Context: an optimization exercise on an open-source flow, tuned for small area. The choices shown serve that exercise and are no tape-out recipe. Only simulation tests tie the RTL to the original design; equivalence was not proved. Power and IR drop assume default switching activity.

==> inputs of 09-23 <==
// act_quant_unit
module act_quant_unit
#(
    parameter int DATA_WIDTH  = 16,
    parameter int ACC_WIDTH   = 32,
    parameter int MATRIX_SIZE = 8,
    parameter int SHIFT_WIDTH = 5
) (
    input  logic                              clk,
    input  logic                              rst_n,
    input  logic                              clear,
    input  logic [MATRIX_SIZE*ACC_WIDTH-1:0]  in_data,
    input  logic                              in_valid,
    input  logic [1:0]                        act_mode,
    input  logic [SHIFT_WIDTH-1:0]            shift,
    input  logic [DATA_WIDTH-1:0]             clip_max,
    output logic [MATRIX_SIZE*DATA_WIDTH-1:0] act_output_data,
    output logic                              act_output_valid,
    output logic [MATRIX_SIZE-1:0]            sat_mask,
    output logic [SAT_CNT_WIDTH-1:0]          sat_count
);
Settings: LEC_CHECK=0, ABC_AREA=1, CAP_MARGIN=10, CORE_MARGIN=2, CORE_UTILIZATION=45, SLEW_MARGIN=10; clock period 7.0 ns.
standard.sh (not shown) runs the stock make flow with config.mk's settings and CLKGATE_MAP_FILE= SYNTH_SCRIPT=/design/flow/synth_recipe.tcl, a recipe that flattens the netlist after the stock synthesis.
==> flow/flow/run.sh <==
#!/bin/bash
# Own layout flow: the standard flow with two changes.
#  1. Synthesis maps the logic with an area-oriented ABC script (flow/abc_area.script,
#     used through ABC_AREA=1); everything else in synthesis, including the registers,
#     is the standard synthesis.
#  2. Port buffers are sky130_fd_sc_hd__buf_1 instead of the resizer's default choice.
#  3. Clock tree synthesis builds from clkbuf_4/clkbuf_8, clusters up to 12 sinks and adds no dummy loads.
# Each tool's full output stays in orfs/logs/; make's output goes to flow_make.log.
set -euo pipefail
W=$PWD
rm -rf "$W/scripts_mod"
cp -r "$FLOW_HOME/scripts" "$W/scripts_mod"
cp "$W/flow/abc_area.script" "$W/scripts_mod/abc_area.script"
export SCRIPTS_DIR="$W/scripts_mod"
export BUFFER_PORTS_ARGS="-buffer_cell sky130_fd_sc_hd__buf_1"
export CTS_ARGS="-sink_clustering_enable -sink_clustering_size 12 -sink_clustering_max_diameter 40 -repair_clock_nets -buf_list {sky130_fd_sc_hd__clkbuf_4 sky130_fd_sc_hd__clkbuf_8} -dont_use_dummy_load"
bash "$W/standard.sh" finish > "$W/flow_make.log" 2>&1 || { tail -40 "$W/flow_make.log"; exit 1; }
tail -5 "$W/flow_make.log"
==> flow/flow/abc_area.script <==
&get -n
&st
&deepsyn -T 300
&dch -f
&nf -R 1000 -p
&put
==> 03-16 (differences from 09-23) <==
==> flow/flow/run.sh (replaced) <==
#!/bin/bash
# Own layout flow: the standard flow with two changes.
#  1. Synthesis maps the logic with an area-oriented ABC script (flow/abc_area.script,
#     used through ABC_AREA=1); everything else in synthesis, including the registers,
#     is the standard synthesis.
#  2. Port buffers are sky130_fd_sc_hd__buf_1 instead of the resizer's default choice.
#  3. Clock tree synthesis builds from clkbuf_4/clkbuf_8 and adds no dummy loads.
# Each tool's full output stays in orfs/logs/; make's output goes to flow_make.log.
set -euo pipefail
W=$PWD
rm -rf "$W/scripts_mod"
cp -r "$FLOW_HOME/scripts" "$W/scripts_mod"
cp "$W/flow/abc_area.script" "$W/scripts_mod/abc_area.script"
export SCRIPTS_DIR="$W/scripts_mod"
export BUFFER_PORTS_ARGS="-buffer_cell sky130_fd_sc_hd__buf_1"
export CTS_ARGS="-sink_clustering_enable -repair_clock_nets -buf_list {sky130_fd_sc_hd__clkbuf_4 sky130_fd_sc_hd__clkbuf_8} -dont_use_dummy_load"
bash "$W/standard.sh" finish > "$W/flow_make.log" 2>&1 || { tail -40 "$W/flow_make.log"; exit 1; }
tail -5 "$W/flow_make.log"
Settings changed: CAP_MARGIN 10 to 20, SLEW_MARGIN 10 to 20.
==> summary.md <==
| Metric | Value |
|---|---|
| Placed insts | `4286` |
| Worst-path cell chain | `clkbuf_4, clkinv_1, nand2_2, o22ai_1, or3_1, nand2_1, o21ai_0, mux2i_1, nand2_1, a2111oi_0, nor4b_1, ha_1, ha_1, xnor2_1, a31oi_1, o41ai_2, buf_4, nand2_1, o21ai_0, o21a_1` |
| Post-Synth Adder-Cell Area | `0.0789` |
| Status | `finished clean` |
| Reg2reg path depth | `17` |
| Sequential fraction of design power | `0.420` |
the above is filed under 03-16

==> summary.md <==
| Metric | Value |
|---|---|
| Status | `finished clean` |
| Fillers | `5206` |
| Reg2reg path depth | `19` |
| Placed insts | `4361` |
| Sequential fraction of design power | `0.430` |
| Final min period | `6290 ps` |
| Core Rows | `84` |
| Post-Synth Adder-Cell Area | `0.0820` |
the above is filed under 09-23

static timing again, ports no longer ideal:
The results above use ideal ports. As a check the final layouts listed here were re-extracted and re-timed, cells and wires unchanged.
Step 1, drivers: a clkbuf_16 drives clk and a buf_2 each remaining input, both assumed.
Step 2 also shifts input and output timing later by t, the mid clock arrival at the registers, as if the neighbouring blocks saw the same clock.
a / b / c = ideal / step 1 / step 2; a / b = the first two.
run | t, ns | setup slack, ns | hold slack, ns | worst slew at a driven data input, ns
09-23 | 0.587 | 0.706 / 0.728 / 0.141 | 0.467 / 0.467 / 0.467 | 0.09
03-16 | 0.613 | 0.803 / 0.827 / 0.213 | 0.467 / 0.467 / 0.467 | 0.14
After both steps setup and hold are still met in every run listed. The setup slack of 03-16, which loses most, moves by +0.024 ns with the drivers and by -0.590 ns with both steps.
